This design comes from an exercise in tuning for a short achievable clock period on the open sky130 flow, not from production work. No run shown here included a check of the RTL's function; only the layout flow was run. No activity file was given, so power comes from the tool's default toggle rates.

==> flow/design.v, too long to show whole: its modules and the start of the top module <==
// module g_inv: 1 lines
// module g_nand2: 1 lines
// module g_nor2: 1 lines
// module g_xor2: 1 lines
// module g_xnor2: 1 lines
// module g_aoi21: 1 lines
// module g_oai21: 1 lines
// module g_aoi22: 1 lines
// module g_aoi221: 1 lines
// module g_nand3: 1 lines
// module g_nand4: 1 lines
// module g_mux2i: 1 lines
// module g_nor3: 1 lines
// module g_aoi222: 1 lines
// module g_aoi211: 1 lines
// module add_ks10: 95 lines
// module add_ks11: 107 lines
// module res_mux: 50 lines
// module hc_gate: 11 lines
// module dec2: 10 lines
// module op7_sel: 22 lines
// module op7_pick: 69 lines
// module imm_pick: 21 lines
// module alu_pre: 39 lines
// module and16: 1 lines
// module or16: 1 lines
// module xor16: 1 lines
// module shl16: 8 lines
// module shr16: 8 lines
// module inc: 11 lines
// module dec: 11 lines
// module hi_pre: 27 lines
// module cnt_pre: 14 lines
// module add_ks16: 163 lines
// module hc_sel: 12 lines
// module res_sel: 23 lines
// module stack_cpu: 223 lines
module stack_cpu
(
  input  logic        clk,
  input  logic        rst_n,
  output logic [15:0] imem_addr,
  input  logic [15:0] insn,
  output logic [15:0] dmem_addr,
  output logic [15:0] dmem_wdata,
  output logic        dmem_we,
  output logic        dmem_re,
  output logic        dmem_byte,
  input  logic [15:0] dmem_rdata
);
  // ...
==> flow/flow/run.sh <==
#!/bin/bash
set -euo pipefail
export SETUP_SLACK_MARGIN=7.5
export BUFFER_PORTS_ARGS="-buffer_cell sky130_fd_sc_hd__buf_6"
bash standard.sh > standard.log 2>&1
==> flow/standard.sh <==
#!/bin/bash
# synth_recipe.tcl (not shown) runs the flow's synth.tcl, then flattens the netlist and writes it again
# the make line also repeats each setting of config.mk as NAME=value (left out here)
make -C /OpenROAD-flow-scripts/flow DESIGN_CONFIG=/design/flow/config.mk WORK_HOME=/design/flow/orfs CLKGATE_MAP_FILE= SYNTH_SCRIPT=/design/flow/synth_recipe.tcl "${@:-finish}"
==> flow/config.mk <==
export PLATFORM = sky130hd
export DESIGN_NAME = stack_cpu
export DESIGN_NICKNAME = stack_cpu
export VERILOG_FILES = /design/flow/design.v
export SDC_FILE = /design/flow/constraint.sdc
export NUM_CORES = 4
export LEC_CHECK = 0
export ABC_CLOCK_PERIOD_IN_PS = 2000
export CAP_MARGIN = 20
export CORE_MARGIN = 2
export CORE_UTILIZATION = 40
export PLACE_DENSITY = 0.6
export SLEW_MARGIN = 20
export SYNTH_HIERARCHICAL = 1
export SYNTH_MINIMUM_KEEP_SIZE = 0
export TNS_END_PERCENT = 10
==> flow/constraint.sdc <==
create_clock -name core_clock -period 12.5 [get_ports {clk}]
set_input_delay 2.5000 -clock core_clock [delete_from_list [all_inputs] [get_ports {clk}]]
set_output_delay 2.5000 -clock core_clock [all_outputs]
set_load 0.01 [all_outputs]
==> reports/metrics.yaml, run 1 <==
fin_util_pct: 47.91
synth_area_um2: 41820
grt_util_met1_pct: 36.73
ys_warn_count: 8
slew_viol_final: 0
fin_area_um2: 49650
drt-wirelength-per-cell_um: 27.36
dieArea_um2: 107100
final_common_cell: "edfxtp_1"
port_buffers: 84
hold_depth: 2
crit_family: "simple AND/OR/NAND/NOR gates"
p_seq_share_pct: 34.3
powerComb_mw: 2.79
postCtsHoldBufs: 0
min_period_ps: 7218
final-clk-cell-share_pct: 4.415
fin_ws_ps: 5282
status: "no timing/DRC/antenna violations"
clk_pin_slew_ps: 50
clock_power_share_pct: 27.3
grt_use_met2_pct: 40.19
nFillCells: 9313
multi_input_area_share_pct: 47.63
crit_start: "insn[0]"
swShare_pct: 37.53
crit_path_end_kind: "output port"
==> module res_mux, before the edit <==
module res_mux
(
  input  logic [8:0]       sel,     
  input  logic [8:0][9:0]  lo,
  input  logic [8:0]       co,      
  input  logic [8:0]       con,     
  input  logic [7:0][5:0]  ha,      
  input  logic [7:0][5:0]  hb,      
  input  logic [4:0]       bha,     
  input  logic [4:0]       bhb,
  input  logic             blo10,   
  input  logic             is7,     
  input  logic [15:0]      op7,     
  input  logic [15:0]      imm,
  output logic [15:0]      y
);
  for (genvar k = 0; k < 10; k++)
  begin : g_lo
    logic n0, n1, n2, n3;
    g_aoi222 u_0 (.a1(sel[0]), .a2(lo[0][k]), .b1(sel[1]), .b2(lo[1][k]), .c1(is7), .c2(op7[k]),
                  .y(n0));
    g_aoi221 u_1 (.a1(sel[2]), .a2(lo[2][k]), .b1(sel[3]), .b2(lo[3][k]), .c(imm[k]), .y(n1));
    g_aoi22  u_2 (.a1(sel[4]), .a2(lo[4][k]), .b1(sel[5]), .b2(lo[5][k]), .y(n2));
    g_aoi22  u_3 (.a1(sel[7]), .a2(lo[7][k]), .b1(sel[8]), .b2(lo[8][k]), .y(n3));
    g_nand4  u_y (.a(n0), .b(n1), .c(n2), .d(n3), .y(y[k]));
  end
  for (genvar k = 10; k < 16; k++)
  begin : g_hi
    logic [8:0] tn;
    logic p1, p2, p3, x1n, x2n;
    for (genvar j = 0; j < 8; j++)
    begin : g_t
      g_aoi22 u_t (.a1(co[j]), .a2(ha[j][k-10]), .b1(con[j]), .b2(hb[j][k-10]), .y(tn[j]));
    end
    if (k == 10)
    begin : g_b10
      g_nand2 u_t8 (.a(sel[8]), .b(blo10), .y(tn[8]));
    end
    else
    begin : g_bhi
      g_aoi22 u_t8 (.a1(co[8]), .a2(bha[k-11]), .b1(con[8]), .b2(bhb[k-11]), .y(tn[8]));
    end
    g_nand3 u_p1 (.a(tn[0]), .b(tn[1]), .c(tn[2]), .y(p1));
    g_nand3 u_p2 (.a(tn[3]), .b(tn[4]), .c(tn[5]), .y(p2));
    g_nand3 u_p3 (.a(tn[6]), .b(tn[7]), .c(tn[8]), .y(p3));
    g_nor2  u_x1 (.a(p1), .b(p2), .y(x1n));
    g_aoi211 u_x2 (.a1(is7), .a2(op7[k]), .b(p3), .c(imm[k]), .y(x2n));
    g_nand2 u_y  (.a(x1n), .b(x2n), .y(y[k]));
  end
endmodule
==> module op7_sel, before the edit <==
module op7_sel
(
  input  logic [15:0] insn,
  output logic [3:0]  e,
  output logic        es_isr,
  output logic        es_c,
  output logic        es_fp,
  output logic        es_t
);
  logic alu, sys;
  assign alu = !insn[11] && insn[5:4] == 2'b00;
  assign sys = insn[11];
  for (genvar i = 0; i < 4; i++)
  begin : g_d
    assign e[i] = alu && insn[3:2] == i;
  end
  assign es_isr = sys && insn[4] && !insn[0];
  assign es_c   = sys && !insn[4] && !insn[0] && insn[3:2] == 2'b00;
  assign es_fp  = sys && insn[3:0] == 4'b0011;
  assign es_t   = sys && !(insn[4] && !insn[0]) && !(insn[3:2] == 2'b00 && !insn[0]) &&
                  insn[3:0] != 4'b0011;
endmodule
==> module stack_cpu, before the edit <==
module stack_cpu
(
  input  logic        clk,
  input  logic        rst_n,
  output logic [15:0] imem_addr,
  input  logic [15:0] insn,
  output logic [15:0] dmem_addr,
  output logic [15:0] dmem_wdata,
  output logic        dmem_we,
  output logic        dmem_re,
  output logic        dmem_byte,
  input  logic [15:0] dmem_rdata
);
  logic [15:0] ip, fp, isr;
  logic [15:0] top0, top1;           
  logic [15:0] dmem_stk [16];        
  logic [4:0]  depth;                
  logic [15:0] cmem [16];            
  logic [4:0]  cptr;                 
  logic [15:0] ctop;                 
  logic [15:0] ip2;
  logic [3:0] op;
  logic [1:0] asel;
  logic is_lit, is_j, is_jc, is_b, is_w, is_6, is_alu, is_sys;
  assign op     = insn[15:12];
  assign asel   = insn[11:10];
  assign is_lit = insn[15];
  assign is_j   = op == 4'b0000;
  assign is_jc  = op == 4'b0001;
  assign is_b   = insn[15:13] == 3'b001 || op == 4'b0101;   
  assign is_w   = op == 4'b0100;                             
  assign is_6   = op == 4'b0110;                             
  assign is_alu = op == 4'b0111 && !insn[11];
  assign is_sys = op == 4'b0111 && insn[11];
  logic [15:0] tn_sum, tn_dif, tn_and, tn_or, tn_xor, tn_shl, tn_shr, t_addz, t_addnz;
  logic        t_zero, tn_eq, tn_lt;
  logic [5:0]  t_hp;
  alu_pre u_alu_pre (.t(top0), .n(top1), .tn_sum(tn_sum), .tn_dif(tn_dif), .tn_and(tn_and),
                     .tn_or(tn_or), .tn_xor(tn_xor), .tn_shl(tn_shl), .tn_shr(tn_shr),
                     .tn_eq(tn_eq), .tn_lt(tn_lt), .t_addz(t_addz), .t_addnz(t_addnz),
                     .t_zero(t_zero), .t_hp(t_hp));
  logic [9:0] xb, xw;
  logic       sgn;
  assign xb  = insn[9:0];               
  assign xw  = {insn[9], insn[9:1]};    
  assign sgn = insn[9];
  logic [5:0] fp_hm, fp_hp, ip_hm, ip_hp, c_hm, c_hp;
  logic [4:0] br_hm, br_hp;
  hi_pre u_hi_pre (.fp(fp), .ip(ip), .c(ctop), .fp_hm(fp_hm), .fp_hp(fp_hp), .ip_hm(ip_hm),
                   .ip_hp(ip_hp), .c_hm(c_hm), .c_hp(c_hp), .br_hm(br_hm), .br_hp(br_hp),
                   .ip2(ip2));
  logic [8:0][9:0] lo;
  logic [8:0]      con, co;
  logic [7:0][5:0] hc0, hc1;
  logic [4:0]      bhc0, bhc1;
  logic            blo10;
  logic [10:0]     br_lo;
  add_ks10 u_fp_b (.a(fp[9:0]),   .x(xb), .s(lo[0]), .con(con[0]), .co(co[0]));
  add_ks10 u_ip_b (.a(ip[9:0]),   .x(xb), .s(lo[1]), .con(con[1]), .co(co[1]));
  add_ks10 u_c_b  (.a(ctop[9:0]), .x(xb), .s(lo[2]), .con(con[2]), .co(co[2]));
  add_ks10 u_fp_w (.a(fp[9:0]),   .x(xw), .s(lo[3]), .con(con[3]), .co(co[3]));
  add_ks10 u_ip_w (.a(ip[9:0]),   .x(xw), .s(lo[4]), .con(con[4]), .co(co[4]));
  add_ks10 u_c_w  (.a(ctop[9:0]), .x(xw), .s(lo[5]), .con(con[5]), .co(co[5]));
  add_ks10 u_t_b  (.a(top0[9:0]), .x(xb), .s(lo[7]), .con(con[7]), .co(co[7]));
  add_ks11 u_br   (.a(ip[10:0]),  .x(insn[11:1]), .s(br_lo), .con(con[8]), .co(co[8]));
  assign lo[6] = lo[0];
  assign con[6] = con[0];
  assign co[6]  = co[0];
  assign lo[8] = br_lo[9:0];
  assign blo10 = br_lo[10];
  hc_sel #(.W(6)) u_hc_fp (.s(sgn), .h(fp[15:10]),   .hm(fp_hm), .hp(fp_hp), .hc0(hc0[0]), .hc1(hc1[0]));
  hc_sel #(.W(6)) u_hc_ip (.s(sgn), .h(ip[15:10]),   .hm(ip_hm), .hp(ip_hp), .hc0(hc0[1]), .hc1(hc1[1]));
  hc_sel #(.W(6)) u_hc_c  (.s(sgn), .h(ctop[15:10]), .hm(c_hm),  .hp(c_hp),  .hc0(hc0[2]), .hc1(hc1[2]));
  assign hc1[3] = hc1[0];
  assign hc0[3] = hc0[0];
  assign hc1[4] = hc1[1];
  assign hc0[4] = hc0[1];
  assign hc1[5] = hc1[2];
  assign hc0[5] = hc0[2];
  assign hc1[6] = fp_hp;
  assign hc0[6] = fp[15:10];
  assign hc1[7] = t_hp;
  assign hc0[7] = top0[15:10];
  hc_sel #(.W(5)) u_hc_br (.s(insn[11]), .h(ip[15:11]), .hm(br_hm), .hp(br_hp), .hc0(bhc0), .hc1(bhc1));
  logic s_br, s_ip2, s_6i, s_6f, s_sisr, s_sc, s_sfp;
  logic [8:0] sel;
  res_sel u_rsel (.insn(insn), .t_zero(t_zero), .sel(sel), .s_ip2(s_ip2));
  assign s_br = sel[8];
  assign s_6i   = is_6 && asel == 2'd0;
  assign s_6f   = is_6 && asel == 2'd1;
  assign s_sisr = is_sys && insn[4] && !insn[0];
  assign s_sc   = is_sys && !insn[4] && !insn[0] && insn[3:2] == 2'b00;
  assign s_sfp  = is_sys && insn[3:0] == 4'b0011;
  logic [15:0] v_op7, v_imm, alu_res;
  logic [8:0]  rsel;
  logic [7:0][5:0] ha, hb;
  logic [4:0]  bha, bhb;
  op7_pick u_op7 (.insn(insn), .tn_sum(tn_sum), .tn_dif(tn_dif),
                  .tn_and(tn_and), .tn_or(tn_or), .tn_xor(tn_xor),
                  .tn_shl(tn_shl), .tn_shr(tn_shr), .tn_eq(tn_eq), .tn_lt(tn_lt),
                  .t(top0), .n(top1), .t_addz(t_addz),
                  .t_addnz(t_addnz), .isr(isr), .c(ctop), .fp(fp),
                  .y(v_op7));
  imm_pick u_imm (.insn(insn), .s_ip2(s_ip2), .ip2(ip2), .y(v_imm));
  assign rsel = {sel[8:1], sel[0] || sel[6]};
  for (genvar j = 0; j < 8; j++)
  begin : g_hg
    hc_gate #(.W(6)) u_hg (.sel(sel[j]), .hc0(hc0[j]), .hc1(hc1[j]), .ha(ha[j]), .hb(hb[j]));
  end
  hc_gate #(.W(5)) u_hg_br (.sel(sel[8]), .hc0(bhc0), .hc1(bhc1), .ha(bha), .hb(bhb));
  res_mux u_res (.sel(rsel), .lo(lo), .co(co), .con(con), .ha(ha), .hb(hb), .bha(bha), .bhb(bhb),
                 .blo10(blo10), .is7(op == 4'b0111), .op7(v_op7), .imm(v_imm), .y(alu_res));
  logic push, pop, load_stk, wr1, rd, wr, byt, cpush, cpop;
  assign push     = is_lit || op == 4'b0010 || (is_w && !insn[0]) || op == 4'b0101 ||
                    (op == 4'b0111 && insn[7]);
  assign pop      = is_jc || op == 4'b0011 || (is_w && insn[0]) || (is_alu && insn[6]) ||
                    (is_sys && insn[2]) || (is_sys && insn[4] && insn[0]);
  assign load_stk = push || is_alu || (is_sys && insn[3] && !insn[1]);
  assign wr1      = op == 4'b0111 && insn[3] && !(insn[11] && insn[4]);
  assign rd       = op == 4'b0010 || (is_w && !insn[0]) || s_6i ||
                    (is_sys && insn[3:2] == 2'b10);
  assign wr       = op == 4'b0011 || (is_w && insn[0]) || (is_sys && insn[3:2] == 2'b11);
  assign byt      = insn[15:13] == 3'b001 || (op == 4'b0111 && insn[0]);
  assign cpush    = (is_j && insn[0]) || s_6i || s_sisr || s_sfp;
  assign cpop     = s_sc;
  assign imem_addr  = ip;
  assign dmem_addr  = alu_res;
  assign dmem_wdata = (op == 4'b0111 && !(insn[11] && insn[4])) ? top1 : top0;
  assign dmem_we    = rst_n && wr;
  assign dmem_re    = rst_n && rd;
  assign dmem_byte  = byt && (rd || wr);
  logic [15:0] rd_data, din, ip_nx, fp_nx, cdin;
  assign rd_data = byt ? {8'h00, dmem_rdata[7:0]} : dmem_rdata;
  assign din     = rd ? rd_data : alu_res;
  assign cdin    = s_sfp ? fp : ip2;
  always_comb
  begin
    if (s_br)
      ip_nx = alu_res;
    else if (s_6i)
      ip_nx = {6'd0, xb};
    else if (is_sys && insn[3:0] == 4'b0000)
      ip_nx = insn[4] ? isr : ctop;
    else
      ip_nx = ip2;
    if (s_6f)
      fp_nx = alu_res;
    else if (is_sys && insn[3:0] == 4'b0010)
      fp_nx = insn[4] ? isr : ctop;
    else
      fp_nx = fp;
  end
  always_ff @(posedge clk)
  begin
    if (!rst_n)
    begin
      ip  <= 16'd0;
      fp  <= 16'd0;
      isr <= 16'd0;
    end
    else
    begin
      ip <= ip_nx;
      fp <= fp_nx;
      if (insn == 16'h7811)
        isr <= top0;
    end
  end
  logic [3:0] sp;
  assign sp = depth[3:0] - 4'd2;
  always_ff @(posedge clk)
  begin
    if (push && !pop && depth >= 5'd2)
      dmem_stk[sp] <= top1;
    if (push && !pop)
      top1 <= top0;
    else if (pop && !push)
    begin
      top0 <= top1;
      top1 <= dmem_stk[sp - 4'd1];
    end
    if (load_stk)
    begin
      if (wr1)
        top1 <= din;
      else
        top0 <= din;
    end
  end
  logic [4:0] cptr_p, cptr_m, depth_p, depth_m;
  cnt_pre u_cnt (.cptr(cptr), .depth(depth), .cptr_p(cptr_p), .cptr_m(cptr_m),
                 .depth_p(depth_p), .depth_m(depth_m));
  always_ff @(posedge clk)
  begin
    if (!rst_n)
      depth <= 5'd0;
    else if (push && !pop)
      depth <= depth_p;
    else if (pop && !push)
      depth <= depth_m;
  end
  always_ff @(posedge clk)
  begin
    if (cpush)
      cmem[cptr[3:0]] <= cdin;
  end
  always_ff @(posedge clk)
  begin
    if (cpush && !cpop)
      ctop <= cdin;
    else if (cpop && !cpush)
      ctop <= cmem[cptr[3:0] - 4'd2];
  end
  always_ff @(posedge clk)
  begin
    if (!rst_n)
      cptr <= 5'd0;
    else if (cpush && !cpop)
      cptr <= cptr_p;
    else if (cpop && !cpush)
      cptr <= cptr_m;
  end
endmodule
==> run 2: changes to the inputs <==
--- a/flow/design.v
+++ b/flow/design.v
@@ -59,4 +59,2 @@
 module g_nor3  (input logic a, b, c, output logic y);             assign y = ~(a | b | c);           endmodule
-module g_aoi222 (input logic a1, a2, b1, b2, c1, c2, output logic y); assign y = ~((a1 & a2) | (b1 & b2) | (c1 & c2)); endmodule
-module g_aoi211 (input logic a1, a2, b, c, output logic y);        assign y = ~((a1 & a2) | b | c);   endmodule
 `timescale 1ns/100ps
@@ -275,4 +273,3 @@
   input  logic             blo10,   
-  input  logic             is7,     
-  input  logic [15:0]      op7,     
+  input  logic [15:0]      op7,
   input  logic [15:0]      imm,
@@ -283,4 +280,3 @@
     logic n0, n1, n2, n3;
-    g_aoi222 u_0 (.a1(sel[0]), .a2(lo[0][k]), .b1(sel[1]), .b2(lo[1][k]), .c1(is7), .c2(op7[k]),
-                  .y(n0));
+    g_aoi221 u_0 (.a1(sel[0]), .a2(lo[0][k]), .b1(sel[1]), .b2(lo[1][k]), .c(op7[k]), .y(n0));
     g_aoi221 u_1 (.a1(sel[2]), .a2(lo[2][k]), .b1(sel[3]), .b2(lo[3][k]), .c(imm[k]), .y(n1));
@@ -310,3 +306,3 @@
     g_nor2  u_x1 (.a(p1), .b(p2), .y(x1n));
-    g_aoi211 u_x2 (.a1(is7), .a2(op7[k]), .b(p3), .c(imm[k]), .y(x2n));
+    g_nor3  u_x2 (.a(p3), .b(op7[k]), .c(imm[k]), .y(x2n));
     g_nand2 u_y  (.a(x1n), .b(x2n), .y(y[k]));
@@ -345,4 +341,4 @@
   logic alu, sys;
-  assign alu = !insn[11] && insn[5:4] == 2'b00;
-  assign sys = insn[11];
+  assign alu = insn[15:11] == 5'b01110 && insn[5:4] == 2'b00;
+  assign sys = insn[15:11] == 5'b01111;
   for (genvar i = 0; i < 4; i++)
@@ -878,3 +874,3 @@
   res_mux u_res (.sel(rsel), .lo(lo), .co(co), .con(con), .ha(ha), .hb(hb), .bha(bha), .bhb(bhb),
-                 .blo10(blo10), .is7(op == 4'b0111), .op7(v_op7), .imm(v_imm), .y(alu_res));
+                 .blo10(blo10), .op7(v_op7), .imm(v_imm), .y(alu_res));
   logic push, pop, load_stk, wr1, rd, wr, byt, cpush, cpop;
==> run 2 against run 1 <==
Area after synthesis decreased by 0.49%; cell count increased by 1.1%; critical endpoint is now dmem_addr[13]; clock skew rose by 9.9 ps; final area rose by 1.3%; first-iteration DRC count up 1.2%; worst setup slack gained 200 ps; still clean on timing, DRC and antenna; largest cell class unchanged; sequential power about the same.
==> reports/metrics.yaml, run 2 <==
globalplace.congestion: 0.9315
r2r_end: "top1[5]$_DFF_P_"
grt_util_all_layers_pct: 26.78
wl_met3_um: 13140
worstMarginPinSlew_ps: 1133
fin_area_um2: 50280  # +1.3%
ios: 85
insertion_delay_ps: 660
die_w_um: 326.5
hold_depth: 2  # unchanged
syn_nets: 3819
nNetsFinal: 4118
path_class: "in -> out"
syn_area_per_cell_um2: 11.15
crit_arrival_ps: 4520
critPathRequiredTime_ps: 10000
slew_headroom_pct: 24.14
first_pass_iters: 6
grt_pass1_vias: 31010
most-common-layout-cells: "edfxtp_1, nand2_1, nor2_1, xor2_1, a22oi_2"
viasPerCell: 6.078
ant_nets: 0
hold_end: "isr[9]$_SDFFE_PN0N_"
initial_core_util_pct: 40.26
worstPathCellList: "buf_12 > nor2_4 > nor2_2 > a21oi_2 > o21ai_2 > a21oi_4 > clkinvlp_4 > buf_8 > a22oi_2 > nand3_1 > nor3_2 > nand2_2 > buf_6"
startpoint_type: "primary input"
grt_max_degree: 71
first_iter_violations: 4102
clk_pin_slew_ps: 60  # about the same
p_total_mw: 7.275
ys_warn_count: 8  # unchanged
min_period_ps: 7020  # -198.4 ps
worstReg2RegStart: "top0[4]$_DFF_P_"
grt_pass1_wl_um: 213000
hpwl_um: 92290
ir_drop_mv: 0.1653
rsz0062_at_grt: "yes"
fp.coreArea_um2: 103300
diodes: 0
finClkSkew_ps: 46.86
finalSetupTns_ps: 0
cts.sinks: 617
drive_gt1_share_pct: 35.31
antenna_found_initial: 1
power.leakage_nw: 18.39
dr_wl_met2_um: 66440
crit_start: "insn[5]"
syn_to_final_growth_pct: 20.84
post_dp_cell_area_um2: 44570
postCtsHoldBufs: 0  # unchanged
status: "no timing/DRC/antenna violations"
port_buffers: 84  # unchanged
highest_layer: "met4"
power-per-cell-area_nw_per_um2: 144.7
layoutNonFillerInstCount: 5467
finalSetupViolCount: 0
whs_ps: 506.8
reg2reg_depth: 16
syn_inst: 3732
r2r_slack_ps: 8000
clockBufferDepth: 3
vias: 33230
chipHeight_um: 326.5
cts_tree: "yes"
slowest_stage: "a21oi_4"
wl_met1_um: 61810
remaining_drc_errors: 0
slew_viol_final: 0  # unchanged
worst_path_largest_cell_delay_ps: 240
fin_crit_sh_pct: 56.16
hold_path.class: "reg -> reg"
cts_made_buffers: 69
place_inst: 5140
dieArea_um2: 106600  # -0.49%
cts_max_level: 3
hp-start: "isr[9]$_SDFFE_PN0N_"
crit_path_end_kind: "output port"
finalWirelength_um: 148000
max_freq_ghz: 0.1424
overflow: 0
cts_root_buf: "clkbuf_16"
synth_area_um2: 41610  # -0.49%
worstPathMaxFanout: 30
hold_viol: 0
final_common_cell: "edfxtp_1"
drt-wirelength-per-cell_um: 27.06  # -1.1%
placementRows: 118
cap_violations: 0
[run 2: area by class of cell]
type,instances,area (µm²)
fill,9266,53070
clock inverter,43,457.9
timing repair buffer,371,4212
clock buffer,84,1814
multi-input combinational,2803,23740
tap,1380,1727
inverter,169,658.1
sequential,617,17670
[run 2: repair_timing]
| item | 4_1_cts | 5_1_grt |
|---|---|---|
| pin swaps | 97 | 68 |
| setup endpoints to repair | 135 | 358 |
| cloned | 23 | 6 |
| resized for setup | 231 | 108 |
| setup buffers | 102 | 69 |
[run 2: critical path: cells and delay by family]
kind,cells,cell delay [ps]
AO/OA/AOI/OAI,4,660
buffers and inverters,4,620
AND/OR/NAND/NOR,5,710
[run 2: how the worst max path moves through the flow]
stage	end	slack (ps)	cells past startpoint
finish	dmem_addr[13]	5480	13
global route	dmem_addr[11]	5440	13
CTS	dmem_addr[3]	5570	9
detailed placement	dmem_addr[13]	4650	12
global placement	dmem_addr[7]	4620	9
floorplan	dmem_addr[10]	5770	10
[run 2: layer usage]
layer	global-route usage, %	up-vias
met5	0	-
met4	10.28	0
met3	4.500	385
met2	41.32	1754
met1	37.68	16510
li1	-	14580
[run 2: report_power, final]
part           switching (mW)  total [mW]  internal, mW
registers               0.126        2.51          2.39
logic                    1.69        2.70          1.01
clock network           0.867        2.06          1.19
total                    2.69        7.28          4.59
[run 2: metrics by stage]
step,utilization (%),setup slack [ps]
global route,48.65,5443
finish,48.65,5480
floorplan,-,5766
detailed placement,43.13,4646
CTS,47.62,5571
global placement,43.12,4619
==> module op7_pick, before the edit <==
module op7_pick
(
  input  logic [15:0] insn,
  input  logic [15:0] tn_sum,
  input  logic [15:0] tn_dif,
  input  logic [15:0] tn_and,
  input  logic [15:0] tn_or,
  input  logic [15:0] tn_xor,
  input  logic [15:0] tn_shl,
  input  logic [15:0] tn_shr,
  input  logic        tn_eq,
  input  logic        tn_lt,
  input  logic [15:0] t,
  input  logic [15:0] n,
  input  logic [15:0] t_addz,
  input  logic [15:0] t_addnz,
  input  logic [15:0] isr,
  input  logic [15:0] c,
  input  logic [15:0] fp,
  output logic [15:0] y
);
  logic [3:0] d0, d1, d2, d3;
  logic [1:0][3:0] e;
  logic [1:0] es_isr, es_c, es_fp, es_t;
  dec2 u_d0 (.s(insn[1:0]), .d(d0));
  dec2 u_d1 (.s(insn[1:0]), .d(d1));
  dec2 u_d2 (.s(insn[1:0]), .d(d2));
  dec2 u_d3 (.s(insn[1:0]), .d(d3));
  for (genvar h = 0; h < 2; h++)
  begin : g_sel
    op7_sel u_sel (.insn(insn), .e(e[h]), .es_isr(es_isr[h]), .es_c(es_c[h]),
                   .es_fp(es_fp[h]), .es_t(es_t[h]));
  end
  for (genvar k = 0; k < 16; k++)
  begin : g_bit
    logic a0, b0, a1, b1, a2, b2, a3, m0, m1, m2, m3, n0, n1, n2, n3, tn;
    g_inv   u_tn (.a(t[k]), .y(tn));
    g_aoi22 u_a0 (.a1(d0[0]), .a2(tn_sum[k]), .b1(d0[1]), .b2(tn_dif[k]), .y(a0));
    g_aoi22 u_b0 (.a1(d0[2]), .a2(tn_and[k]), .b1(d0[3]), .b2(tn_or[k]),  .y(b0));
    g_nand2 u_m0 (.a(a0), .b(b0), .y(m0));
    g_aoi22 u_a1 (.a1(d1[0]), .a2(tn_xor[k]), .b1(d1[1]), .b2(tn_shl[k]), .y(a1));
    if (k == 0)
    begin : g_eq
      g_aoi22 u_b1 (.a1(d1[2]), .a2(tn_shr[k]), .b1(d1[3]), .b2(tn_eq), .y(b1));
    end
    else
    begin : g_neq
      g_nand2 u_b1 (.a(d1[2]), .b(tn_shr[k]), .y(b1));
    end
    g_nand2 u_m1 (.a(a1), .b(b1), .y(m1));
    if (k == 0)
    begin : g_lt
      g_aoi22 u_a2 (.a1(d2[0]), .a2(tn_lt), .b1(d2[1]), .b2(tn), .y(a2));
    end
    else
    begin : g_nlt
      g_nand2 u_a2 (.a(d2[1]), .b(tn), .y(a2));
    end
    g_aoi22 u_b2 (.a1(d2[2]), .a2(t[k]), .b1(d2[3]), .b2(n[k]), .y(b2));
    g_nand2 u_m2 (.a(a2), .b(b2), .y(m2));
    g_aoi22 u_a3 (.a1(d3[0]), .a2(t_addz[k]), .b1(d3[1]), .b2(t_addnz[k]), .y(a3));
    g_inv   u_m3 (.a(a3), .y(m3));
    g_aoi22 u_n0 (.a1(e[k/8][0]), .a2(m0), .b1(e[k/8][1]), .b2(m1), .y(n0));
    g_aoi22 u_n1 (.a1(e[k/8][2]), .a2(m2), .b1(e[k/8][3]), .b2(m3), .y(n1));
    g_aoi22 u_n2 (.a1(es_isr[k/8]), .a2(isr[k]), .b1(es_c[k/8]), .b2(c[k]), .y(n2));
    g_aoi22 u_n3 (.a1(es_fp[k/8]), .a2(fp[k]), .b1(es_t[k/8]), .b2(t[k]), .y(n3));
    g_nand4 u_y  (.a(n0), .b(n1), .c(n2), .d(n3), .y(y[k]));
  end
endmodule
==> run 3: changes to the inputs <==
--- a/flow/design.v
+++ b/flow/design.v
@@ -59,2 +59,4 @@
 module g_nor3  (input logic a, b, c, output logic y);             assign y = ~(a | b | c);           endmodule
+module g_ao22  (input logic a1, a2, b1, b2, output logic y);      assign y = (a1 & a2) | (b1 & b2);  endmodule
+module g_ao221 (input logic a1, a2, b1, b2, c, output logic y);   assign y = (a1 & a2) | (b1 & b2) | c; endmodule
 `timescale 1ns/100ps
@@ -273,4 +275,3 @@
   input  logic             blo10,   
-  input  logic [15:0]      op7,
-  input  logic [15:0]      imm,
+  input  logic [3:0][15:0] op7,     
   output logic [15:0]      y
@@ -280,6 +281,6 @@
     logic n0, n1, n2, n3;
-    g_aoi221 u_0 (.a1(sel[0]), .a2(lo[0][k]), .b1(sel[1]), .b2(lo[1][k]), .c(op7[k]), .y(n0));
-    g_aoi221 u_1 (.a1(sel[2]), .a2(lo[2][k]), .b1(sel[3]), .b2(lo[3][k]), .c(imm[k]), .y(n1));
-    g_aoi22  u_2 (.a1(sel[4]), .a2(lo[4][k]), .b1(sel[5]), .b2(lo[5][k]), .y(n2));
-    g_aoi22  u_3 (.a1(sel[7]), .a2(lo[7][k]), .b1(sel[8]), .b2(lo[8][k]), .y(n3));
+    g_aoi221 u_0 (.a1(sel[0]), .a2(lo[0][k]), .b1(sel[1]), .b2(lo[1][k]), .c(op7[0][k]), .y(n0));
+    g_aoi221 u_1 (.a1(sel[2]), .a2(lo[2][k]), .b1(sel[3]), .b2(lo[3][k]), .c(op7[1][k]), .y(n1));
+    g_aoi221 u_2 (.a1(sel[4]), .a2(lo[4][k]), .b1(sel[5]), .b2(lo[5][k]), .c(op7[2][k]), .y(n2));
+    g_aoi221 u_3 (.a1(sel[7]), .a2(lo[7][k]), .b1(sel[8]), .b2(lo[8][k]), .c(op7[3][k]), .y(n3));
     g_nand4  u_y (.a(n0), .b(n1), .c(n2), .d(n3), .y(y[k]));
@@ -289,3 +290,3 @@
     logic [8:0] tn;
-    logic p1, p2, p3, x1n, x2n;
+    logic p1, p2, p3, x1n, x2n, x3n;
     for (genvar j = 0; j < 8; j++)
@@ -305,5 +306,6 @@
     g_nand3 u_p3 (.a(tn[6]), .b(tn[7]), .c(tn[8]), .y(p3));
-    g_nor2  u_x1 (.a(p1), .b(p2), .y(x1n));
-    g_nor3  u_x2 (.a(p3), .b(op7[k]), .c(imm[k]), .y(x2n));
-    g_nand2 u_y  (.a(x1n), .b(x2n), .y(y[k]));
+    g_nor3  u_x1 (.a(p1), .b(p2), .c(op7[0][k]), .y(x1n));
+    g_nor3  u_x2 (.a(p3), .b(op7[1][k]), .c(op7[2][k]), .y(x2n));
+    g_inv   u_x3 (.a(op7[3][k]), .y(x3n));
+    g_nand3 u_y  (.a(x1n), .b(x2n), .c(x3n), .y(y[k]));
   end
@@ -372,3 +374,4 @@
   input  logic [15:0] fp,
-  output logic [15:0] y
+  input  logic [15:0] imm,
+  output logic [3:0][15:0] y    
 );
@@ -388,3 +391,3 @@
   begin : g_bit
-    logic a0, b0, a1, b1, a2, b2, a3, m0, m1, m2, m3, n0, n1, n2, n3, tn;
+    logic a0, b0, a1, b1, a2, b2, a3, m0, m1, m2, m3, tn;
     g_inv   u_tn (.a(t[k]), .y(tn));
@@ -415,7 +418,6 @@
     g_inv   u_m3 (.a(a3), .y(m3));
-    g_aoi22 u_n0 (.a1(e[k/8][0]), .a2(m0), .b1(e[k/8][1]), .b2(m1), .y(n0));
-    g_aoi22 u_n1 (.a1(e[k/8][2]), .a2(m2), .b1(e[k/8][3]), .b2(m3), .y(n1));
-    g_aoi22 u_n2 (.a1(es_isr[k/8]), .a2(isr[k]), .b1(es_c[k/8]), .b2(c[k]), .y(n2));
-    g_aoi22 u_n3 (.a1(es_fp[k/8]), .a2(fp[k]), .b1(es_t[k/8]), .b2(t[k]), .y(n3));
-    g_nand4 u_y  (.a(n0), .b(n1), .c(n2), .d(n3), .y(y[k]));
+    g_ao22  u_y0 (.a1(e[k/8][0]), .a2(m0), .b1(e[k/8][1]), .b2(m1), .y(y[0][k]));
+    g_ao22  u_y1 (.a1(e[k/8][2]), .a2(m2), .b1(e[k/8][3]), .b2(m3), .y(y[1][k]));
+    g_ao22  u_y2 (.a1(es_isr[k/8]), .a2(isr[k]), .b1(es_c[k/8]), .b2(c[k]), .y(y[2][k]));
+    g_ao221 u_y3 (.a1(es_fp[k/8]), .a2(fp[k]), .b1(es_t[k/8]), .b2(t[k]), .c(imm[k]), .y(y[3][k]));
   end
@@ -856,3 +858,4 @@
   assign s_sfp  = is_sys && insn[3:0] == 4'b0011;
-  logic [15:0] v_op7, v_imm, alu_res;
+  logic [3:0][15:0] v_op7;
+  logic [15:0] v_imm, alu_res;
   logic [8:0]  rsel;
@@ -864,3 +867,3 @@
                   .t(top0), .n(top1), .t_addz(t_addz),
-                  .t_addnz(t_addnz), .isr(isr), .c(ctop), .fp(fp),
+                  .t_addnz(t_addnz), .isr(isr), .c(ctop), .fp(fp), .imm(v_imm),
                   .y(v_op7));
@@ -874,3 +877,3 @@
   res_mux u_res (.sel(rsel), .lo(lo), .co(co), .con(con), .ha(ha), .hb(hb), .bha(bha), .bhb(bhb),
-                 .blo10(blo10), .op7(v_op7), .imm(v_imm), .y(alu_res));
+                 .blo10(blo10), .op7(v_op7), .y(alu_res));
   logic push, pop, load_stk, wr1, rd, wr, byt, cpush, cpop;
==> run 3 against run 2 <==
Clock power rose by 3%; die area fell by 0.48%; sequential power is essentially flat; via count fell by 1.9%; critical path depth down 3; clock-buffer cell count shrank 4; combinational power fell by 3%; synthesized cell count shrank 0.27%; utilization down 0.41 points; area after synthesis down 0.49%; total power barely moved; critical path type unchanged.
==> reports/metrics.yaml, run 3 <==
remaining_drc_errors: 0  # unchanged
most-common-layout-cells: "edfxtp_1, nand2_1, nor2_1, xor2_1, buf_4"
grt_util_all_layers_pct: 26.40  # -0.38 points
p_total_mw: 7.270  # about the same
drt-wirelength-per-cell_um: 26.87  # -0.73%
hpwl_um: 91080  # -1.3%
finalSetupViolCount: 0  # unchanged
hold_end: "isr[14]$_SDFFE_PN0N_"
vias: 32610  # -1.9%
grt_pass1_wl_um: 209400  # -1.7%
cts_max_level: 3  # unchanged
grt_max_degree: 64  # -9.9%
worstReg2RegStart: "top0[6]$_DFF_P_"
hold_viol: 0  # unchanged
antenna_found_initial: 0  # -1
max_freq_ghz: 0.1420  # -0.30%
fin_crit_sh_pct: 56.33  # +0.17 points
crit_arrival_ps: 4540  # +20 ps
insertion_delay_ps: 630  # -30 ps
globalplace.congestion: 0.9732  # +4.5%
seq_area_um2: 17660  # about the same
placementRows: 118  # unchanged
cts_tree: "yes"
overflow: 0  # unchanged
crit_path_end_kind: "output port"
cp_common_cell: "a221o_1"
r2r_end: "top1[3]$_DFF_P_"
syn_nets: 3809  # -0.26%
r2r_slack_ps: 7990  # about the same
hold_path.class: "reg -> reg"
ir_drop_mv: 0.1134  # -31%
fin_util_pct: 48.24  # -0.41 points
die_w_um: 325.8  # -0.24%
hp-start: "isr[14]$_SDFFE_PN0N_"
whs_ps: 491.4  # -15.44 ps
drive_gt1_share_pct: 33.62  # -1.7 points
worstMarginPinSlew_ps: 1077  # -55.86 ps
syn_area_per_cell_um2: 11.13  # -0.22%
place_inst: 5131  # -0.18%
clockBufferDepth: 3  # unchanged
reg2reg_depth: 18  # +2
postCtsHoldBufs: 0  # unchanged
nFillCells: 9291  # +0.27%
rsz0062_at_grt: "yes"
cap_violations: 0  # unchanged
initial_core_util_pct: 40.18  # -0.081 points
critPathRequiredTime_ps: 10000  # about the same
cts_made_buffers: 69  # unchanged
worstPathCellList: "buf_16 > xor2_4 > nor3_4 > nor2b_4 > o31a_1 > a221o_1 > a221o_1 > a221oi_2 > nand4_1 > buf_6"
final_common_cell: "edfxtp_1"
slowest_stage: "a221o_1"
cts.sinks: 617  # unchanged
grt_pass1_vias: 30950  # -0.22%
min_period_ps: 7042  # +21.47 ps
ant_nets: 0  # unchanged
dieArea_um2: 106100  # -0.48%
hold_depth: 2  # unchanged
syn_to_final_growth_pct: 20.05
syn_inst: 3722  # -0.27%
ios: 85  # unchanged
nNetsFinal: 4049  # -1.7%
finalWirelength_um: 145000  # -2.0%
chipHeight_um: 325.8  # -0.24%
finalSetupTns_ps: 0  # unchanged
ys_warn_count: 8  # unchanged
worstPathMaxFanout: 10  # -67%
first_pass_iters: 6  # unchanged
clk_pin_slew_ps: 60  # about the same
viasPerCell: 6.040  # -0.61%
synth_area_um2: 41410  # -0.49%
layoutNonFillerInstCount: 5398  # -1.3%
first_iter_violations: 3746  # -8.7%
multi_input_area_um2: 23670  # -0.33%
fp.coreArea_um2: 103100  # -0.29%
slew_headroom_pct: 28.21  # +4.1 points
power-per-cell-area_nw_per_um2: 146.2  # +1.1%
slew_viol_final: 0  # unchanged
port_buffers: 84  # unchanged
worst_path_largest_cell_delay_ps: 330  # +90 ps
status: "no timing/DRC/antenna violations"
power.leakage_nw: 18.35  # -0.21%
diodes: 0  # unchanged
path_class: "in -> out"
startpoint_type: "primary input"
finClkSkew_ps: 36.85  # -10.01 ps
cts_root_buf: "clkbuf_16"
==> run 3: changes by cell type in the layout (fill, tap and decap cells not counted), moves of 14 or more <==
| cell | delta |
|---|---|
| buf_4 | -26 |
| a22o_1 | +48 |
| a221oi_2 | +20 |
| nand4_1 | -16 |
| nor2_2 | -14 |
| a221o_1 | +16 |
| a22oi_2 | -84 |
| buf_12 | -20 |
| nand3_2 | +15 |
==> run 3: worst max-delay path: cells and delay by family <==
kind	cells	cell delay, ps
AOI/OAI and AO/OA	4	980
xor gates and xnor gates	1	210
buffers and inverters	2	340
and+or+nand+nor	3	500
==> run 3: routing by layer <==
metal  up-vias  track usage, %  share of wire, %
met3       360           4.896               9.2
met4         0           12.35               5.2
met2      1666           40.73                45
li1      14420               -                 -
met1     16160           36.00                41
met5         -               0                 0
==> run 3: timing repair <==
item / CTS / global route
pin swaps: 79 / 74
setup buffers: 76 / 39
gates cloned: 21 / 4
resized for setup: 223 / 112
setup endpoints to repair: 110 / 342
==> run 3: worst max-delay path by stage <==
stage | start | end | slack (ps) | cells after the start
after global routing | insn[4] | dmem_addr[13] | 5410 | 12
final | insn[0] | dmem_addr[8] | 5460 | 10
after detailed placement | insn[9] | dmem_addr[11] | 4610 | 12
after global placement | insn[0] | dmem_addr[8] | 4570 | 10
after floorplan | insn[3] | dmem_addr[10] | 5740 | 10
after CTS | insn[11] | dmem_addr[8] | 5490 | 8
==> run 3: power by group <==
group          total, mW  leakage, nW  internal (mW)  switching [mW]
sequential          2.51         5.76           2.38           0.124
clock               2.13         1.16           1.25           0.882
combinational       2.63         11.4          0.981            1.65
total               7.27         18.3           4.62            2.65
==> run 3: cell type report <==
cell class              instances  area share, %
clock inverters                47          1.216
multi-input cells            2782          47.60
clock buffers                  80          3.576
inverters                     175          1.374
repair buffers                317          7.231
flip-flops and latches        617          35.53
well taps                    1380          3.473
==> run 3: per-stage QoR <==
step	setup slack, ps	cell area, µm²
2_1_floorplan	5743	41770
3_3_place_gp	4570	44310
3_5_place_dp	4607	44320
4_1_cts	5491	48870
5_1_grt	5406	49710
6_report	5458	49710
==> module imm_pick, before the edit <==
module imm_pick
(
  input  logic [15:0] insn,
  input  logic        s_ip2,
  input  logic [15:0] ip2,
  output logic [15:0] y
);
  always_comb
  begin
    y = {16{s_ip2}} & ip2;
    if (insn[15])
      y = {1'b0, insn[14:0]};
    else if (insn[11:10] == 2'b00)
      case (insn[14:12])
        3'b010, 3'b011, 3'b101: y = {{6{insn[9]}}, insn[9:0]};
        3'b100:                 y = {{7{insn[9]}}, insn[9:1]};
        3'b110:                 y = {6'd0, insn[9:0]};
        default:                ;
      endcase
  end
endmodule
==> run 4: changes to the inputs <==
--- a/flow/design.v
+++ b/flow/design.v
@@ -424,2 +424,18 @@
 endmodule
+module imm_sel
+(
+  input  logic [15:0] insn,
+  output logic        s_lbz,    
+  output logic        s_w,      
+  output logic        s_sx      
+);
+  logic off, b, z, w;
+  assign off   = !insn[15] && insn[11:10] == 2'b00;
+  assign b     = off && (insn[14:12] == 3'b010 || insn[14:12] == 3'b011 || insn[14:12] == 3'b101);
+  assign z     = off && insn[14:12] == 3'b110;
+  assign w     = off && insn[14:12] == 3'b100;
+  assign s_lbz = insn[15] || b || z;
+  assign s_w   = w;
+  assign s_sx  = b || w;
+endmodule
 module imm_pick
@@ -431,14 +447,26 @@
 );
-  always_comb
-  begin
-    y = {16{s_ip2}} & ip2;
-    if (insn[15])
-      y = {1'b0, insn[14:0]};
-    else if (insn[11:10] == 2'b00)
-      case (insn[14:12])
-        3'b010, 3'b011, 3'b101: y = {{6{insn[9]}}, insn[9:0]};
-        3'b100:                 y = {{7{insn[9]}}, insn[9:1]};
-        3'b110:                 y = {6'd0, insn[9:0]};
-        default:                ;
-      endcase
+  logic s_lbz, s_w, s_sx, s_lit;
+  imm_sel u_sel (.insn(insn), .s_lbz(s_lbz), .s_w(s_w), .s_sx(s_sx));
+  assign s_lit = insn[15];
+  for (genvar k = 0; k < 16; k++)
+  begin : g_bit
+    logic n0, n1;
+    g_nand2 u_n1 (.a(s_ip2), .b(ip2[k]), .y(n1));
+    if (k < 9)
+    begin : g_lo
+      g_aoi22 u_n0 (.a1(s_lbz), .a2(insn[k]), .b1(s_w), .b2(insn[k+1]), .y(n0));
+    end
+    else if (k == 9)
+    begin : g_9
+      g_aoi22 u_n0 (.a1(s_lbz), .a2(insn[9]), .b1(s_w), .b2(insn[9]), .y(n0));
+    end
+    else if (k < 15)
+    begin : g_hi
+      g_aoi22 u_n0 (.a1(s_lit), .a2(insn[k]), .b1(s_sx), .b2(insn[9]), .y(n0));
+    end
+    else
+    begin : g_15
+      g_nand2 u_n0 (.a(s_sx), .b(insn[9]), .y(n0));
+    end
+    g_nand2 u_y (.a(n0), .b(n1), .y(y[k]));
   end
==> flow/flow/run.sh (replaced) <==
#!/bin/bash
set -euo pipefail
export SETUP_SLACK_MARGIN=7.5
export BUFFER_PORTS_ARGS="-buffer_cell sky130_fd_sc_hd__buf_6"
bash standard.sh MATCH_CELL_FOOTPRINT=0 finish > standard.log 2>&1
==> run 4 against run 3 <==
Worst setup slack worse by 84 ps; final area up 0.64%; synthesized cell count down 0.30%; combinational power up 2%; fmax down 1.2%; sequential share of layout area down 0.23 points; utilization up 0.80 points; worst hold slack better by 11 ps; critical path depth up 3; sequential cell count unchanged; clock skew up 3.3 ps; critical path type unchanged.
==> reports/metrics.yaml, run 4 <==
status: "no timing/DRC/antenna violations"
hold_path.class: "reg -> reg"
critPathRequiredTime_ps: 10000  # about the same
syn_inst: 3711  # -0.30%
fin_util_pct: 49.04  # +0.80 points
syn_nets: 3798  # -0.29%
hpwl_um: 92620  # +1.7%
drive_gt1_share_pct: 34.70  # +1.1 points
slew_viol_final: 0  # unchanged
worstPathMaxFanout: 6  # -4
placementRows: 117  # -0.85%
chipHeight_um: 325.2  # -0.16%
cts_tree: "yes"
clk_pin_slew_ps: 60  # about the same
globalplace.congestion: 0.9314  # -4.3%
ios: 85  # unchanged
min_period_ps: 7125  # +83.67 ps
cts.sinks: 617  # unchanged
nNetsFinal: 4074  # +0.62%
first_iter_violations: 4098  # +9.4%
power-per-cell-area_nw_per_um2: 145.9  # -0.23%
cap_violations: 0  # unchanged
viasPerCell: 6.107  # +1.1%
max_freq_ghz: 0.1403  # -1.2%
nFillCells: 9029  # -2.8%
ir_drop_mv: 0.09476  # -16%
syn_to_final_growth_pct: 21.22
crit_path_end_kind: "output port"
multi_input_area_um2: 23850  # +0.78%
worstMarginPinSlew_ps: 1173  # +95.87 ps
rsz0062_at_grt: "yes"
syn_area_per_cell_um2: 11.12  # about the same
cts_root_buf: "clkbuf_16"
initial_core_util_pct: 40.45  # +0.27 points
clockBufferDepth: 3  # unchanged
vias: 33060  # +1.4%
insertion_delay_ps: 640  # about the same
grt_pass1_wl_um: 218100  # +4.1%
power.leakage_nw: 18.53  # +0.96%
fin_crit_sh_pct: 57.00  # +0.67 points
dieArea_um2: 105800  # -0.33%
finClkSkew_ps: 40.14  # +3.290 ps
die_w_um: 325.2  # -0.16%
first_pass_iters: 6  # unchanged
fp.coreArea_um2: 102000  # -0.99%
slew_headroom_pct: 21.71  # -6.5 points
finalSetupTns_ps: 0  # unchanged
most-common-layout-cells: "edfxtp_1, nand2_1, nor2_1, xor2_1, buf_4"
drt-wirelength-per-cell_um: 27.94  # +4.0%
path_class: "in -> out"
finalSetupViolCount: 0  # unchanged
hold_viol: 0  # unchanged
cts_made_buffers: 68  # -1.4%
grt_pass1_vias: 31830  # +2.8%
finalWirelength_um: 151200  # +4.3%
grt_util_all_layers_pct: 27.68  # +1.3 points
ys_warn_count: 7  # -1
cts_max_level: 3  # unchanged
seq_area_um2: 17660  # unchanged
crit_arrival_ps: 4630  # +90 ps
remaining_drc_errors: 0  # unchanged
overflow: 0  # unchanged
synth_area_um2: 41270  # -0.33%
startpoint_type: "primary input"
grt_max_degree: 68  # +6.3%
antenna_found_initial: 5  # +5
final_common_cell: "edfxtp_1"
port_buffers: 84  # unchanged
ant_nets: 0  # unchanged
[run 4: cell type report]
class                   instances  share of cell area (%)
inverters                     173                   1.353
flip-flops and latches        617                   35.30
clock inverters                49                   1.213
clock buffers                  77                   3.511
well taps                    1368                   3.421
repair buffers                340                   7.527
diodes                          2                 0.01000
multi-input cells            2787                   47.67
[run 4: path summary, 6_finish.rpt]
check / cells past startpoint / to / slack (ps) / from
setup / recovery: 13 / dmem_addr[11] / 5370 / insn[3]
hold / removal: 2 / isr[10]$_SDFFE_PN0N_ / 500 / isr[10]$_SDFFE_PN0N_
setup reg to reg: 40 / ip[7]$_SDFF_PN0_ / 5550 / top0[7]$_DFF_P_
hold reg to reg: 2 / isr[10]$_SDFFE_PN0N_ / 500 / isr[10]$_SDFFE_PN0N_
[run 4: per-stage QoR]
step	area (µm²)	worst slack (ps)	instances	power [mW]	hold slack, ps
after floorplan	41610	5743	3711	4.182	466.6
after global placement	44240	4640	5123	4.965	479.0
after detailed placement	44240	4624	5123	4.979	488.3
after CTS	49440	5489	5390	7.234	495.3
after global routing	50030	5329	5412	7.574	506.3
final	50030	5375	5413	7.301	502.1
[run 4: critical path, stage by stage]
cell	delay [ps]
buf_16	140
nor2_4	120
o21ai_2	100
a21oi_2	210
o21ai_2	90
a21oi_4	220
clkinvlp_4	170
buf_6	150
a22oi_2	140
nand3_1	100
nor3_2	270
nand3_2	210
buf_6	180
[run 4: power breakdown]
group	internal, mW	leakage (nW)	switching (mW)
clock network	1.24	1.13	0.880
logic	0.997	11.7	1.67
registers	2.38	5.72	0.132
[run 4: per-layer routing]
layer	share of wire, %	GRT usage (%)
met5	0.022	0
met1	40	37.16
met3	9.7	5.872
met4	6.1	14.38
met2	44	42.06
[run 4: repair_timing]
item | in CTS | in global routing
buffers inserted | 112 | 18
gates resized for setup | 309 | 88
setup endpoints to repair | 191 | 168
gates cloned | 29 | 3
hold buffers | 0 | 0
pin swaps | 105 | 61

[port drivers added, routing unchanged]
The results above use ideal ports. As a check the final layouts listed here were re-extracted and re-timed, cells and wires unchanged.
Step 1, drivers: a clkbuf_16 drives clk and a buf_2 each remaining input, both assumed.
Step 2, shift: input delay + t, output delay - t, t = (earliest + latest rising clock arrival at the registers) / 2. This alone moves slack from input paths to output paths.
Slacks: ideal / step 1 / step 2; pairs: ideal / step 1.
run | t (ns) | setup WS [ns] | hold slack, ns
run 1 | 0.702 | 5.282 / 4.911 / 4.911 | 0.547 / 0.547 / 0.547
run 2 | 0.709 | 5.480 / 5.006 / 5.006 | 0.507 / 0.507 / 0.507
run 3 | 0.685 | 5.458 / 5.153 / 5.153 | 0.491 / 0.491 / 0.491
run 4 | 0.686 | 5.375 / 5.085 / 4.483 | 0.502 / 0.502 / 0.502
After both steps every run listed still meets setup and hold. For run 4, which loses most, drivers alone change the setup slack by -0.290 ns; drivers and shift together by -0.892 ns.
